This design comes from an exercise in tuning for small area on the open sky130 flow, not from production work.
Only simulation tests tie the RTL to the original design; equivalence was not proved.
The flow treats the clock pin as an ideal source, which a real chip does not have.
No activity file was given, so power comes from the tool's default toggle rates.

// audio_processing
module audio_processing #(
    parameter int num_taps = 8,
    parameter int bclk_div = 4
) (
    input  logic                        clk,
    input  logic                        rst,
    input  logic                        audio_enable,
    input  logic                        i2s_bclk,
    input  logic                        i2s_lrclk,
    input  logic                        i2s_d,
    input  logic                        coef_wr_en,
    input  audio_pkg::band_t            coef_band,
    input  logic [$clog2(num_taps)-1:0] coef_addr,
    input  audio_pkg::coef_t            coef_data,
    input  logic                        gain_wr_en,
    input  audio_pkg::band_t            gain_band,
    input  audio_pkg::gain_t            gain_data,
    output logic                        dac_bclk,
    output logic                        dac_lrclk,
    output logic                        dac_data
);
For scale: roughly 3600 cells after synthesis, about 990 flip-flops, ~48 I/O pins, roughly 50000 sq um of cells after synthesis.
Settings: LEC_CHECK=0, CAP_MARGIN=20, CORE_MARGIN=2, CORE_UTILIZATION=80, CTS_BUF_LIST=sky130_fd_sc_hd__clkbuf_16, CTS_CLUSTER_DIAMETER=100, CTS_CLUSTER_SIZE=24, SLEW_MARGIN=20, SYNTH_HIERARCHICAL=1; clock period 20.0 ns.
standard.sh (not shown) runs the stock make flow with config.mk's settings and CLKGATE_MAP_FILE= SYNTH_SCRIPT=/design/flow/synth_recipe.tcl, a recipe that flattens the netlist after the stock synthesis.
==> flow/flow/run.sh <==
#!/bin/bash
set -euo pipefail
W=$PWD
{ head -n 1 synth_recipe.tcl; cat flow/abc_proc.tcl; tail -n +2 synth_recipe.tcl; } > own_synth.tcl
sed "s|SYNTH_SCRIPT=[^ ]*synth_recipe.tcl|SYNTH_SCRIPT=$W/own_synth.tcl|" standard.sh > own_standard.sh
grep -q "SYNTH_SCRIPT=$W/own_synth.tcl" own_standard.sh
export OWN_ABC_SCRIPT=$W/flow/abc_map.script
export CTS_ARGS="-sink_clustering_enable -repair_clock_nets -sink_clustering_size 24 -sink_clustering_max_diameter 100 -buf_list sky130_fd_sc_hd__clkbuf_16 -dont_use_dummy_load"
bash own_standard.sh > standard.log 2>&1
==> flow/flow/abc_map.script <==
&get -n
&st
&dch
&nf -R 1000 -p
&st
&syn2
&if -g -K 6
&synch2
&nf -R 1000 -p
&st
&syn2
&if -g -K 6
&synch2
&nf -R 1000 -p
&st
&syn2
&if -g -K 6
&synch2
&nf -R 1000 -p
&st
&syn2
&if -g -K 6
&synch2
&nf -R 1000 -p
&st
&syn2
&if -g -K 6
&synch2
&nf -R 1000 -p
&put
buffer -c
topo
stime -c
dnsize -c
==> flow/flow/abc_proc.tcl <==
# Own synthesis: ORFS's synthesis exactly as the standard flow's synth_recipe.tcl runs it, except that the
# final technology mapping (abc) uses flow/abc_map.script instead of ORFS's abc_speed.script:
# the same sequence with the delay relaxed in &nf (-R 1000, pin permutation on) and without
# upsizing, so that gates are mapped for area; the clock period leaves ample slack.
proc abc {args} {
  set i [lsearch -exact $args -script]
  if { $i >= 0 } {
    lset args [expr { $i + 1 }] $::env(OWN_ABC_SCRIPT)
  }
  yosys abc {*}$args
}
The first run completed with no timing, DRC or antenna violations.
Next try:
--- a/flow/flow/run.sh
+++ b/flow/flow/run.sh
@@ -1,2 +1,10 @@
 #!/bin/bash
+# Own layout flow: the standard flow (standard.sh) with these changes.
+#  - Synthesis: synth_recipe.tcl with the abc command wrapped (flow/abc_proc.tcl) so that the
+#    final mapping uses flow/abc_map.script. Everything else in synthesis is the standard flow's: same
+#    passes, same registers, flattened and renamed the same way.
+#  - Port buffers: BUFFER_PORTS_ARGS makes buffer_ports (which still buffers every input and
+#    output port, as the standard flow does) use sky130_fd_sc_hd__buf_1.
+# standard.sh's make (every ORFS step, yosys and openroad) writes to standard.log here; ORFS
+# also keeps each step's log under orfs/logs.
 set -euo pipefail
@@ -8,2 +16,3 @@
 export CTS_ARGS="-sink_clustering_enable -repair_clock_nets -sink_clustering_size 24 -sink_clustering_max_diameter 100 -buf_list sky130_fd_sc_hd__clkbuf_16 -dont_use_dummy_load"
+export BUFFER_PORTS_ARGS="-buffer_cell sky130_fd_sc_hd__buf_1"
 bash own_standard.sh > standard.log 2>&1
Result: Fmax went down by 0.93%. Design area went down by 0.48%. Setup slack got worse by 160 ps. Count of clock-buffer cells in the layout went down by 1.
Next try:
==> flow/flow/run.sh (replaced) <==
#!/bin/bash
set -euo pipefail
W=$PWD
{ head -n 1 synth_recipe.tcl; cat flow/abc_proc.tcl; tail -n +2 synth_recipe.tcl; } > own_synth.tcl
sed "s|SYNTH_SCRIPT=[^ ]*synth_recipe.tcl|SYNTH_SCRIPT=$W/own_synth.tcl|" standard.sh > own_standard.sh
grep -q "SYNTH_SCRIPT=$W/own_synth.tcl" own_standard.sh
export OWN_ABC_SCRIPT=$W/flow/abc_map.script
export CTS_ARGS="-sink_clustering_enable -repair_clock_nets -sink_clustering_size 24 -sink_clustering_max_diameter 100 -buf_list sky130_fd_sc_hd__clkbuf_16 -dont_use_dummy_load"
export BUFFER_PORTS_ARGS="-buffer_cell sky130_fd_sc_hd__buf_1"
bash own_standard.sh > standard.log 2>&1
Effect: Hold slack stays the same. Register-to-register slack stays flat. Power is unchanged. Clock-buffer cell count does not change. Worst setup slack is unchanged. Critical path depth does not change. Global-route usage is unchanged. Synthesized cell count does not change. Die area does not change. Final area is unchanged. Routed wire length is unchanged.
Next try:
--- a/flow/flow/run.sh
+++ b/flow/flow/run.sh
@@ -1,2 +1,10 @@
 #!/bin/bash
+# Own layout flow: the standard flow (standard.sh) with these changes.
+#  - Synthesis: synth_recipe.tcl with the abc command wrapped (flow/abc_proc.tcl) so that the
+#    final mapping uses flow/abc_map.script. Everything else in synthesis is the standard flow's: same
+#    passes, same registers, flattened and renamed the same way.
+#  - Port buffers: BUFFER_PORTS_ARGS makes buffer_ports (which still buffers every input and
+#    output port, as the standard flow does) use sky130_fd_sc_hd__buf_1.
+# standard.sh's make (every ORFS step, yosys and openroad) writes to standard.log here; ORFS
+# also keeps each step's log under orfs/logs.
 set -euo pipefail
@@ -7,3 +15,3 @@
 export OWN_ABC_SCRIPT=$W/flow/abc_map.script
-export CTS_ARGS="-sink_clustering_enable -repair_clock_nets -sink_clustering_size 24 -sink_clustering_max_diameter 100 -buf_list sky130_fd_sc_hd__clkbuf_16 -dont_use_dummy_load"
+export CTS_ARGS="-sink_clustering_enable -repair_clock_nets -sink_clustering_size 28 -sink_clustering_max_diameter 100 -buf_list sky130_fd_sc_hd__clkbuf_16 -dont_use_dummy_load"
 export BUFFER_PORTS_ARGS="-buffer_cell sky130_fd_sc_hd__buf_1"
--- a/flow/config.mk
+++ b/flow/config.mk
@@ -12,3 +12,3 @@
 export CTS_CLUSTER_DIAMETER = 100
-export CTS_CLUSTER_SIZE = 24
+export CTS_CLUSTER_SIZE = 28
 export SLEW_MARGIN = 20
Outcome: The new run passed the timing, DRC and antenna checks; non-clock buffer count shrinks by 1; core utilization shrinks by 0.21 points; worst setup slack gets worse by 41 ps; power shrinks by 0.63%; worst hold slack gets better by 25 ps; synthesized cell count does not change; flip-flop and latch count stays the same.

==> separate check: timing with driven ports <==
The results above use ideal ports. As a check the final layouts listed here were re-extracted and re-timed, cells and wires unchanged. Step 1, drivers: a clkbuf_16 drives clk and a buf_2 each remaining input, both assumed. Step 2, shift: input delay + t, output delay - t, t = (earliest + latest rising clock arrival at the registers) / 2. This alone moves slack from input paths to output paths. a / b / c = ideal / step 1 / step 2; a / b = the first two.
run | shift t [ns] | setup slack, ns | worst setup path after step 2 | worst slew at a driven data input, ns | pins driven straight from the clock port
the first run | 0.677 | 3.045 / 3.045 / 3.045 | register to register | 0.04 | 1
the second run | 0.683 | 2.886 / 2.886 / 2.886 | register to register | 0.05 | 1
the third run | 0.683 | 2.886 / 2.886 / 2.886 | register to register | 0.05 | 1
the fourth run | 0.673 | 2.845 / 2.845 / 2.845 | register to register | 0.05 | 1
After both steps every run listed still meets setup and hold.
